Background: an optimization exercise with open tools, aiming at small area and few clock cycles per item. Do not read the settings as production practice. Only simulation tests tie the RTL to the original design; equivalence was not proved.

==> flow/design.v <==
package gs_feeder_pkg;
    localparam int GS_WIDTH_DEF = 12;
    localparam int CHANNELS_DEF = 16;
    localparam int ROWS_DEF     = 8;
    localparam int LANES_DEF    = 12;
    localparam int BRIGHT_W     = 8;
    localparam int FRAME_W      = 16;
    typedef enum logic [1:0] {
        IDLE     = 2'd0,
        FETCH    = 2'd1,
        WAIT_ROW = 2'd2
    } gs_state_e;
endpackage
module gs_skid_buffer #(
    parameter int WIDTH = 8
) (
    input  logic             clk_i,
    input  logic             rst_ni,
    input  logic             in_valid_i,
    output logic             in_ready_o,
    input  logic [WIDTH-1:0] in_data_i,
    output logic             out_valid_o,
    input  logic             out_ready_i,
    output logic [WIDTH-1:0] out_data_o
);
    logic [WIDTH-1:0] head_q, head_d;
    logic [WIDTH-1:0] tail_q, tail_d;
    logic [1:0]       count_q, count_d;
    logic             push;
    logic             pop;
    assign out_valid_o = (count_q != 2'd0);
    assign in_ready_o  = (count_q != 2'd2);
    assign out_data_o  = head_q;
    assign push        = in_valid_i && in_ready_o;
    assign pop         = out_valid_o && out_ready_i;
    always_comb begin
        head_d  = head_q;
        tail_d  = tail_q;
        count_d = count_q;
        case ({push, pop})
            2'b10: begin
                if (count_q == 2'd0) head_d = in_data_i;
                else                 tail_d = in_data_i;
                count_d = count_q + 2'd1;
            end
            2'b01: begin
                head_d  = tail_q;
                count_d = count_q - 2'd1;
            end
            2'b11: begin
                if (count_q == 2'd2) begin
                    head_d = tail_q;
                    tail_d = in_data_i;
                end else begin
                    head_d = in_data_i;
                end
            end
            default: ;
        endcase
    end
    always_ff @(posedge clk_i or negedge rst_ni) begin
        if (!rst_ni) begin
            head_q  <= '0;
            tail_q  <= '0;
            count_q <= 2'd0;
        end else begin
            head_q  <= head_d;
            tail_q  <= tail_d;
            count_q <= count_d;
        end
    end
endmodule
module gs_row_feeder #(
    parameter int GS_WIDTH = gs_feeder_pkg::GS_WIDTH_DEF,
    parameter int CHANNELS = gs_feeder_pkg::CHANNELS_DEF,
    parameter int ROWS     = gs_feeder_pkg::ROWS_DEF,
    parameter int LANES    = gs_feeder_pkg::LANES_DEF
) (
    input  logic                clock,
    input  logic                reset_n,
    input  logic                enable,
    input  logic [gs_feeder_pkg::BRIGHT_W-1:0] brightness,
    input  logic                row_advance,
    output logic [gs_feeder_pkg::FRAME_W-1:0]  frame_count,
    output logic                overrun,
    output logic [$clog2(ROWS*CHANNELS)-1:0] mem_addr,
    output logic                             mem_rd,
    input  logic [LANES*GS_WIDTH-1:0]        mem_rdata,
    output logic [LANES*GS_WIDTH-1:0]        gs_data,
    output logic                             gs_valid,
    input  logic                             gs_ready,
    output logic                             gs_last,
    output logic [$clog2(ROWS)-1:0]          gs_row
);
    localparam int DATA_W = LANES * GS_WIDTH;
    localparam int ADDR_W = $clog2(ROWS * CHANNELS);
    localparam int ROW_W  = $clog2(ROWS);
    localparam int CH_W   = $clog2(CHANNELS);
    localparam logic [ROW_W-1:0] ROW_LAST = ROW_W'(ROWS - 1);
    localparam logic [CH_W-1:0]  CH_FIRST = CH_W'(CHANNELS - 1);
    gs_feeder_pkg::gs_state_e           state_q, state_d;
    logic [ROW_W-1:0]    row_q, row_d;
    logic [CH_W-1:0]     chan_q, chan_d;
    logic                done_q, done_d;
    logic                rd_vld_q, rd_vld_d;
    logic                rd_last_q, rd_last_d;
    logic                pending_q, pending_d;
    logic                overrun_q, overrun_d;
    logic [gs_feeder_pkg::FRAME_W-1:0]  frame_q, frame_d;
    logic [gs_feeder_pkg::BRIGHT_W-1:0] bright_q, bright_d;
    logic [DATA_W-1:0]   scaled;
    logic [DATA_W:0]     buf_out;
    logic                buf_valid;
    logic                buf_in_ready;
    logic                buf_last;
    logic [1:0]          buf_cnt;
    logic [2:0]          inflight;
    logic                pop;
    logic                space;
    logic                issue;
    generate
        for (genvar gi = 0; gi < LANES; gi++) begin : g_lane
            logic [GS_WIDTH+gs_feeder_pkg::BRIGHT_W-1:0] prod;
            assign prod = {{gs_feeder_pkg::BRIGHT_W{1'b0}}, mem_rdata[gi*GS_WIDTH +: GS_WIDTH]}
                        * {{GS_WIDTH{1'b0}}, bright_q};
            assign scaled[gi*GS_WIDTH +: GS_WIDTH] = prod[GS_WIDTH+gs_feeder_pkg::BRIGHT_W-1:gs_feeder_pkg::BRIGHT_W];
        end
    endgenerate
    gs_skid_buffer #(
        .WIDTH (DATA_W + 1)
    ) u_skid (
        .clk_i       (clock),
        .rst_ni      (reset_n),
        .in_valid_i  (rd_vld_q),
        .in_ready_o  (buf_in_ready),
        .in_data_i   ({rd_last_q, scaled}),
        .out_valid_o (buf_valid),
        .out_ready_i (gs_ready),
        .out_data_o  (buf_out)
    );
    assign buf_last = buf_out[DATA_W];
    assign pop      = buf_valid && gs_ready;
    assign buf_cnt  = !buf_valid ? 2'd0 : (buf_in_ready ? 2'd1 : 2'd2);
    assign inflight = {1'b0, buf_cnt} + {2'b00, rd_vld_q};
    assign space    = (inflight < 3'd2) || ((inflight == 3'd2) && pop);
    assign issue    = (state_q == gs_feeder_pkg::FETCH) && !done_q && space;
    assign mem_rd   = issue;
    assign mem_addr = issue ? (ADDR_W'(row_q) * ADDR_W'(CHANNELS) + ADDR_W'(chan_q))
                                : '0;
    assign gs_data  = buf_out[DATA_W-1:0];
    assign gs_valid = buf_valid;
    assign gs_last  = buf_valid && buf_last;
    assign gs_row   = row_q;
    assign frame_count  = frame_q;
    assign overrun      = overrun_q;
    always_comb begin
        state_d   = state_q;
        row_d     = row_q;
        chan_d    = chan_q;
        done_d    = done_q;
        pending_d = pending_q;
        overrun_d = overrun_q;
        frame_d   = frame_q;
        bright_d  = bright_q;
        rd_vld_d  = issue;
        rd_last_d = issue && (chan_q == '0);
        if (issue) begin
            if (chan_q == '0) done_d = 1'b1;
            else              chan_d = chan_q - CH_W'(1);
        end
        case (state_q)
            gs_feeder_pkg::IDLE: begin
                if (row_advance) overrun_d = 1'b1;
                if (enable) begin
                    state_d = gs_feeder_pkg::FETCH;
                    if (row_q == '0) bright_d = brightness;
                end
            end
            gs_feeder_pkg::FETCH: begin
                if (row_advance) begin
                    if (pending_q) overrun_d = 1'b1;
                    else           pending_d = 1'b1;
                end
                if (pop && buf_last) state_d = gs_feeder_pkg::WAIT_ROW;
            end
            gs_feeder_pkg::WAIT_ROW: begin
                if (row_advance || pending_q) begin
                    if (row_advance && pending_q) overrun_d = 1'b1;
                    pending_d = 1'b0;
                    chan_d    = CH_FIRST;
                    done_d    = 1'b0;
                    if (row_q == ROW_LAST) begin
                        row_d   = '0;
                        frame_d = frame_q + gs_feeder_pkg::FRAME_W'(1);
                    end else begin
                        row_d = row_q + ROW_W'(1);
                    end
                    if (enable) begin
                        state_d = gs_feeder_pkg::FETCH;
                        if (row_d == '0) bright_d = brightness;
                    end else begin
                        state_d = gs_feeder_pkg::IDLE;
                    end
                end
            end
            default: state_d = gs_feeder_pkg::IDLE;
        endcase
    end
    always_ff @(posedge clock or negedge reset_n) begin
        if (!reset_n) begin
            state_q   <= gs_feeder_pkg::IDLE;
            row_q     <= '0;
            chan_q    <= CH_FIRST;
            done_q    <= 1'b0;
            rd_vld_q  <= 1'b0;
            rd_last_q <= 1'b0;
            pending_q <= 1'b0;
            overrun_q <= 1'b0;
            frame_q   <= '0;
            bright_q  <= '0;
        end else begin
            state_q   <= state_d;
            row_q     <= row_d;
            chan_q    <= chan_d;
            done_q    <= done_d;
            rd_vld_q  <= rd_vld_d;
            rd_last_q <= rd_last_d;
            pending_q <= pending_d;
            overrun_q <= overrun_d;
            frame_q   <= frame_d;
            bright_q  <= bright_d;
        end
    end
endmodule
==> flow/run.sh <==
#!/bin/bash
# synth_recipe.tcl (not shown) runs the flow's synth.tcl, then flattens the netlist and writes it again
# the make line also repeats each setting of config.mk as NAME=value (left out here)
make -C /OpenROAD-flow-scripts/flow DESIGN_CONFIG=/design/flow/config.mk WORK_HOME=/design/flow/orfs CLKGATE_MAP_FILE= SYNTH_SCRIPT=/design/flow/synth_recipe.tcl finish
==> flow/config.mk <==
export PLATFORM = sky130hd
export DESIGN_NAME = gs_row_feeder
export DESIGN_NICKNAME = gs_row_feeder
export VERILOG_FILES = /design/flow/design.v
export SDC_FILE = /design/flow/constraint.sdc
export NUM_CORES = 4
export LEC_CHECK = 0
export CAP_MARGIN = 20
export CORE_MARGIN = 2
export CORE_UTILIZATION = 40
export SLEW_MARGIN = 20
==> flow/constraint.sdc <==
create_clock -name core_clock -period 8.0 [get_ports {clock}]
set_input_delay 1.6000 -clock core_clock [delete_from_list [all_inputs] [get_ports {clock}]]
set_output_delay 1.6000 -clock core_clock [all_outputs]
set_load 0.01 [all_outputs]
==> results.ini <==
[status]
status=timing/DRC/antenna clean

[grt]
grt_antenna_before_repair=33
grt_pass1_vias=37100
grt_max_degree=148
grt_pass1_wl_um=219100
track_usage_pct=23.43
grt_overflow=0

[cts]
ctsHoldBuffers=0
clockBufferDepth=3
htreeDepth=2
clock-root-buffer=clkbuf_16
cts_resized=0
numCtsBuffers=44
path_clk_slew_ns=0.06
post-cts-setup-buffers=0
cts_tree=built
clkSinkCount=330
clk_latency_ns=0.63

[cells_and_area]
drive_above_1_share_pct=4.563
final_cells=6858
final_cell_mix=896 x and2_1, 862 x inv_1, 708 x fa_1
final_common_cell=and2_1
fin_area_um2=53800
fillers=11090
final_nets=6608
area_growth_pct=14.08
utilization_pct=46.17

[yosys]
synth.yosys.seq_area_share_pct=17.52
synth_area_per_cell_um2=9.289
syn_nets=6395
synth_edf_count=0
synth-async-reset-ratio_pct=100.0
syn_area_um2=47160
synth_cell_types=62
synth_top_area_share_pct=30.05
yosysWarningCount=2
ys_top_cells_by_area=fa_1 30%, dfrtp_1 17%, ha_1 12%
syn_inst=5077
synth-seq-cells=330
synth_ff_type=dfrtp_1
synth_top_cell_by_area=fa_1

[critical_path]
cp_max_fo=8
worst_path_max_delay_cell=clkdlybuf4s50_1
end_kind=flip-flop
slowest_delay_ns=0.74
cp-start-kind=input port
cp.required_ns=8.50
critPathKind=in2reg
cp_cell_sequence=clkdlybuf4s50_1 > nand2_1 > fa_1 > fa_1 > inv_1 > fa_1 > fa_1 > ha_1 > a2111oi_0 > o41ai_1 > a31oi_1 > o21bai_1 > a31oi_1 > nor2b_1 > o21a_1 > nor3_1 > nor3_1 > a221o_1
crit_arrival_ns=7.20
critPathMostFrequentCell=fa_1

[route]
dr.pass1.iters=5
route.detailed.drc=0
wl_um=137100
postRouteAntennaNets=0
via_count=35270
via_per_inst=5.143
avgRoutedWirePerCell_um=19.99
first_iter_violations=1926

[sta]
setup_violations=0
period_minus_slack_ns=6.703
fmax_mhz=149.2
relSlewSlack_pct=36.42
finalSetupTns_ns=0
hold_viol_final=0
fin_skew_ns=0.05707
maxSlewViolCount=0
max_slew.worst_pin.slew_ns=0.9537
rsz0062_at_grt=false
period_share_pct=83.79

[floorplanning]
die_area_um2=120700
die_w_um=347.4
initial_core_util_pct=40.47
coreArea_um2=116500
fp-row-count=125
ios=331
fp.dieH_um=347.4

[placed_design]
place_area_um2=52120
dpl.hpwl_um=103400
dp_cells=6768
io_buffer_count=330
gp_congestion=0.8382

[job]
drv_cap=0

[hold_path]
hp-class=reg2reg

area by class of cell:
class	count	area [um2]	share of cell area [%]
tap	1524	1907	3.544
multi-input combinational	3675	34920	64.91
antenna	9	22.52	0.04186
inverter	862	3236	6.014
clock buffer	58	1254	2.330
timing repair buffer	377	3761	6.991
sequential	330	8293	15.41
clock inverter	23	404.1	0.7512
registers in the layout, indices dropped and copies added (netlist names):
name and flops:
bright_q 8, u_skid.tail_q 145, frame_q 16, done_q 1
u_skid.head_q 145, rd_vld_q 1, overrun_q 1, row_q 3
rd_last_q 1, chan_q 4, state_q 2, pending_q 1
u_skid.count_q 2
per-layer routing:
layer	global-route usage, %	vias to the layer above	wire length (um)
li1	-	16290	-
met1	33.89	17990	64600
met2	34.69	802	57920
met3	5.830	162	10570
met4	6.522	28	3832
met5	0	-	184
per-stage QoR:
step / hold WS [ns] / setup slack, ns
after global routing: 0.4945 / 0.9479
after CTS: 0.4769 / 1.316
after floorplan: 0.4418 / 1.832
after detailed placement: 0.4629 / 0.6727
final: 0.4715 / 1.297
after global placement: 0.4587 / 0.6788
worst paths after layout:
check	startpoint	endpoint	slack (ns)	cells after the start
worst max-delay path	mem_rdata[87]	u_skid.head_q[93]$_DFFE_PN0P_	1.30	18
min in group asynchronous	reset_n	u_skid.tail_q[95]$_DFFE_PN0P_	0.89	1
worst min register to register	u_skid.tail_q[20]$_DFFE_PN0P_	u_skid.tail_q[20]$_DFFE_PN0P_	0.47	2
max in group asynchronous	reset_n	bright_q[5]$_DFFE_PN0P_	5.64	2
worst max register to register	bright_q[7]$_DFFE_PN0P_	u_skid.head_q[130]$_DFFE_PN0P_	1.80	19
worst min-delay path	u_skid.tail_q[20]$_DFFE_PN0P_	u_skid.tail_q[20]$_DFFE_PN0P_	0.47	2
synth_stat cells, types with 84 or more instances:
cell / number
and2_1: 897
o21ai_0: 167
inv_1: 862
ha_1: 453
xnor2_1: 95
clkbuf_1: 202
fa_1: 708
mux2_2: 84
dfrtp_1: 326
a21oi_1: 131
nand2_1: 397
nor2_1: 246
critical path: cells and delay by family:
family	cells	cell delay (ns)
fa+ha+maj	5	2.16
buf+inv	2	0.79
compound gates	7	2.10
simple gates	4	0.54
logic make-up after synthesis:
kind of cell / after synthesis / synth area share [%]
xor gates and xnor gates: 147 / 2.730
and+or+nand+nor: 1689 / 18.94
AOI/OAI and AO/OA: 591 / 8.129
muxes: 87 / 2.069
buffers and inverters: 1072 / 8.540
adders and majority gates: 1161 / 42.07
DFF: 330 / 17.52
Testbench counts, summed over its fixed seeds: cycles 6,080, words 5,120.

[afterwards: timing with drivers on the ports]
Ports are ideal in the flow. The routed layout listed here was re-timed in OpenROAD. Step 1 (the two cells are an assumption about what drives the block):
set clk [get_ports {clock}]
set_driving_cell -lib_cell sky130_fd_sc_hd__clkbuf_16 $clk
set_driving_cell -lib_cell sky130_fd_sc_hd__buf_2 [delete_from_list [all_inputs] $clk]
Step 2 also shifts input and output timing later by t, the mid clock arrival at the registers, as if the neighbouring blocks saw the same clock. Slacks: no drivers / after step 1 / after step 2; pairs: no drivers / after step 1.
shift t [ns]: 0.673
setup slack, ns: 1.297 / 1.337 / 0.664
worst setup path at the end: input to register
slew at the worst register clock pin (ns): 0.06 / 0.06
After both steps this run still meets setup and hold. For this run, drivers alone change the setup slack by +0.040 ns; drivers and shift together by -0.633 ns.
